Context: an optimization exercise on an open-source flow, tuned for a short achievable clock period and few clock cycles. The choices shown serve that exercise and are no tape-out recipe. In this exercise RTL edits were held to simulation tests only and were not proved equivalent to the original. Power figures rest on the tool's default switching activity, not on a simulated workload.

== violet ==
Design rv_core, start of the top module:
module rv_core
#(
	parameter int              addr_bits = 30,
	parameter logic [31:0]     reset_pc  = '0
) (
	input  logic                 clock,
	input  logic                 rst,
	output logic [31:0]          pc_out,
	output logic                 inst_strobe,
	input  logic [31:0]          inst_in,
	input  logic                 inst_ack,
	output logic [addr_bits-1:0] addr,
	output logic [31:0]          data_out,
	output logic [3:0]           select,
	output logic                 write,
	output logic                 data_strobe,
	input  logic                 data_ack
);
Settings: LEC_CHECK=0, CAP_MARGIN=20, CORE_MARGIN=2, CORE_UTILIZATION=55, PLACE_DENSITY=0.7, SLEW_MARGIN=20, SYNTH_HIERARCHICAL=1; clock period 9.0 ns.
standard.sh (not shown) runs the stock make flow with config.mk's settings and CLKGATE_MAP_FILE= SYNTH_SCRIPT=/design/flow/synth_recipe.tcl, a recipe that flattens the netlist after the stock synthesis.
==> flow/flow/run.sh <==
#!/bin/bash
set -euo pipefail
bash standard.sh SETUP_SLACK_MARGIN=6 finish > standard.log 2>&1
Per the final summary, violet finished and its layout is clean on timing, DRC and antenna.
Testbench counts of violet, summed over its fixed seeds: cycles 39,830.
[inputs] harbor vs violet
Settings: removing PLACE_DENSITY (formerly 0.7); changing CORE_UTILIZATION from 55 to 40.
==> comparison <==
- Against violet, harbor comes in 0.47 points lower on fraction of standard cell area that is sequential.
- Against violet, via count in harbor fell by a few percent.
- harbor went all the way through the flow, and no timing, DRC or antenna check failed.
- Between violet and harbor, post-route standard cell area excluding fillers is higher for harbor, violet comes in under that.
- Measured against harbor, the die area of violet comes out at 0.73 times the reference value.
- Diff violet -> harbor | detailed placer's ending HPWL | up by a few percent
### harbor -> quartz
==> flow/flow/run.sh <==
#!/bin/bash
set -euo pipefail
bash standard.sh SETUP_SLACK_MARGIN=7 finish > standard.log 2>&1
The flow did not stop early for quartz: all stages ran, and the layout cleared the timing, design-rule and antenna checks. Changes observed in quartz relative to harbor: clock share of power now sits lower, worst hold slack level, clock skew increased by 20 ps relative to the old numbers, worst relative slew slack dropped 6.2 points. A slowest library cell on the worst path of o41a_1 is what harbor shows, while o211ai_1 belongs to quartz. Higher wire length was reported by quartz, not harbor. Cell count in quartz vs harbor: up 5.9%. Measured against each other, quartz and harbor differ in overall power consumption, the higher figure coming from quartz. Of the two values seen for source of the critical timing path, x_a[1] was produced by quartz and x_a[0] by harbor. Compared quartz against harbor; flip-flop and latch area within noise. Vias: quartz more than harbor.

* * *

Setup of lane 4:
rv_core, a different RTL version from the one above (not shown whole).
For scale: ~7900 cells after synthesis, ~1800 flip-flops, roughly 140 I/O pins, about 100000 um2 of cells after synthesis.
==> flow/design.v (excerpt) <==
module rv_core
#(
	parameter int              addr_bits = 30,
	parameter logic [31:0]     reset_pc  = '0
) (
	input  logic                 clock,
	input  logic                 rst,
	output logic [31:0]          pc_out,
	output logic                 inst_strobe,
	input  logic [31:0]          inst_in,
	input  logic                 inst_ack,
	output logic [addr_bits-1:0] addr,
	output logic [31:0]          data_out,
	output logic [3:0]           select,
	output logic                 write,
	output logic                 data_strobe,
	input  logic                 data_ack
);
export LEC_CHECK = 0
export CAP_MARGIN = 20
export CORE_MARGIN = 2
export CORE_UTILIZATION = 40
export SLEW_MARGIN = 20
export SYNTH_HIERARCHICAL = 1
create_clock -name core_clock -period 9.0 [get_ports {clock}]
==> flow/flow/run.sh <==
#!/bin/bash
set -euo pipefail
bash standard.sh SETUP_SLACK_MARGIN=6 MATCH_CELL_FOOTPRINT=0 finish > standard.log 2>&1
Lane 4: full flow OK, the timing, design-rule and antenna checks passed
Testbench counts of lane 4, summed over its fixed seeds: cycles 39,490.
Here is what was changed in the inputs of lane 5 compared with lane 4.
==> flow/flow/run.sh <==
#!/bin/bash
set -euo pipefail
bash standard.sh SETUP_SLACK_MARGIN=6 finish > standard.log 2>&1
### Flow results
For lane 5, the startpoint of the worst setup timing path was x_a[2], unlike lane 4, where it was x_a[19]. The run with more routed wire is lane 4, not lane 5. Lane 5 ends up with a worst hold slack that is 0.051 ns higher than in lane 4. Of lane 4 and lane 5, the run reporting the lower power in the clock group was lane 4. Cell area of lane 5 is on par with lane 4. Summary of the comparison: total of fill cells in the finished design is lower in lane 5, relative to lane 4. Across both runs, clock period minus worst slack was lower for lane 5 than for lane 4. Detailed-router iteration count before antenna repair: lane 5 vs lane 4 down 2. Looking only at power share of the combinational group, and setting everything else aside, the higher value of lane 4 and lane 5 goes to lane 4.

* * *

## rev 12
rv_core, a different RTL version from the one above (not shown whole).
Size in the first run: ~7400 cells after synthesis, roughly 1700 flip-flops, about 0.096 mm2 of cells after synthesis.
// rv_core
module rv_core
#(
	parameter int              addr_bits = 30,
	parameter logic [31:0]     reset_pc  = '0
) (
	input  logic                 clock,
	input  logic                 rst,
	output logic [31:0]          pc_out,
	output logic                 inst_strobe,
	input  logic [31:0]          inst_in,
	input  logic                 inst_ack,
	output logic [addr_bits-1:0] addr,
	output logic [31:0]          data_out,
	output logic [3:0]           select,
	output logic                 write,
	output logic                 data_strobe,
	input  logic                 data_ack
);
==> flow/config.mk <==
export PLATFORM = sky130hd
export DESIGN_NAME = rv_core
export DESIGN_NICKNAME = rv_core
export VERILOG_FILES = /design/flow/design.v
export SDC_FILE = /design/flow/constraint.sdc
export NUM_CORES = 4
export LEC_CHECK = 0
export CAP_MARGIN = 20
export CORE_MARGIN = 2
export CORE_UTILIZATION = 40
export SETUP_SLACK_MARGIN = 5
export SLEW_MARGIN = 20
export SYNTH_HIERARCHICAL = 1
==> flow/constraint.sdc <==
create_clock -name core_clock -period 9.0 [get_ports {clock}]
set_input_delay 1.8000 -clock core_clock [delete_from_list [all_inputs] [get_ports {clock}]]
set_output_delay 1.8000 -clock core_clock [all_outputs]
set_load 0.01 [all_outputs]
run.sh (not shown) runs the stock make flow with config.mk's settings and CLKGATE_MAP_FILE= SYNTH_SCRIPT=/design/flow/synth_recipe.tcl, a recipe that flattens the netlist after the stock synthesis.
Stock flow here: none of the scripts above is used.
The flow did not stop early for rev 12: all stages ran, and the layout cleared the timing, design-rule and antenna checks.
Testbench counts of rev 12, summed over its fixed seeds: cycles 40,451.
Edits applied to the flow inputs when going from rev 12 to rev 13:
- SETUP_SLACK_MARGIN: 5 -> unset
==> flow/flow/run.sh (new file) <==
#!/bin/bash
set -euo pipefail
bash standard.sh SETUP_SLACK_MARGIN=6 finish > standard.log 2>&1
==> flow/standard.sh (new file) <==
#!/bin/bash
# synth_recipe.tcl (not shown) runs the flow's synth.tcl, then flattens the netlist and writes it again
# the make line also repeats each setting of config.mk as NAME=value (left out here)
make -C /OpenROAD-flow-scripts/flow DESIGN_CONFIG=/design/flow/config.mk WORK_HOME=/design/flow/orfs CLKGATE_MAP_FILE= SYNTH_SCRIPT=/design/flow/synth_recipe.tcl "${@:-finish}"
removed: flow/run.sh
- Overall power of the completed layout in rev 13 is 1.6 mW above rev 12.
- Capturing element of the worst setup path = x_a[7]: rev 12; capturing element of the worst setup path = x_a[0]: rev 13
- Rev 13 vs rev 12 — total wirelength of the detailed-routed design rose about 6.5%.
- Rev 13 against rev 12: setup slack climbed 0.83 ns, clock network fraction of total power dropped 1.4 points, detailed placer's ending HPWL dropped 1.1%, delay of the slowest cell on the worst path dropped 0.12 ns, sequential cell area climbed 0.80%.
- Rev 13 finished end to end and its layout was clean on timing, DRC and antenna.
- Taking rev 12 as the reference, in rev 13 compound-cell area share of the yosys netlist flat; number of instances resized during post-cts repair up 1489.

[afterwards: timing with drivers on the ports]
No port has a modelled driver above. Below, the same layouts with a new extraction and two added sets of constraints. Step 1 assumes that a clkbuf_16 drives the clock port and a buf_2 every other input. Step 2 moves the port delays by t, midway between the first and last clock arrival at a register: inputs arrive t later, outputs are due t later. That takes back most of the time a late clock gives input paths. Slacks: no drivers / after step 1 / after step 2; pairs: no drivers / after step 1.
run	shift t [ns]	slack for setup (ns)	worst setup path at the end	latest minus earliest clock arrival (ns)	worst slew at a driven data input, ns
violet	0.951	5.485 / 5.485 / 4.960	input to register	0.056 / 0.056	0.08
harbor	0.933	5.564 / 5.564 / 4.975	input to register	0.045 / 0.045	0.07
quartz	0.952	5.508 / 5.508 / 4.819	input to register	0.068 / 0.068	0.07
lane 4	0.952	5.291 / 5.291 / 4.536	input to register	0.047 / 0.047	0.23
lane 5	0.945	5.420 / 5.420 / 4.675	input to register	0.051 / 0.051	0.19
rev 12	0.939	4.856 / 4.856 / 4.308	input to register	0.057 / 0.058	0.10
rev 13	0.951	5.687 / 5.687 / 4.941	input to register	0.052 / 0.052	0.04
After both steps every run listed still meets setup and hold. For lane 4, which loses most, drivers alone change the setup slack by 0.000 ns; drivers and shift together by -0.755 ns.
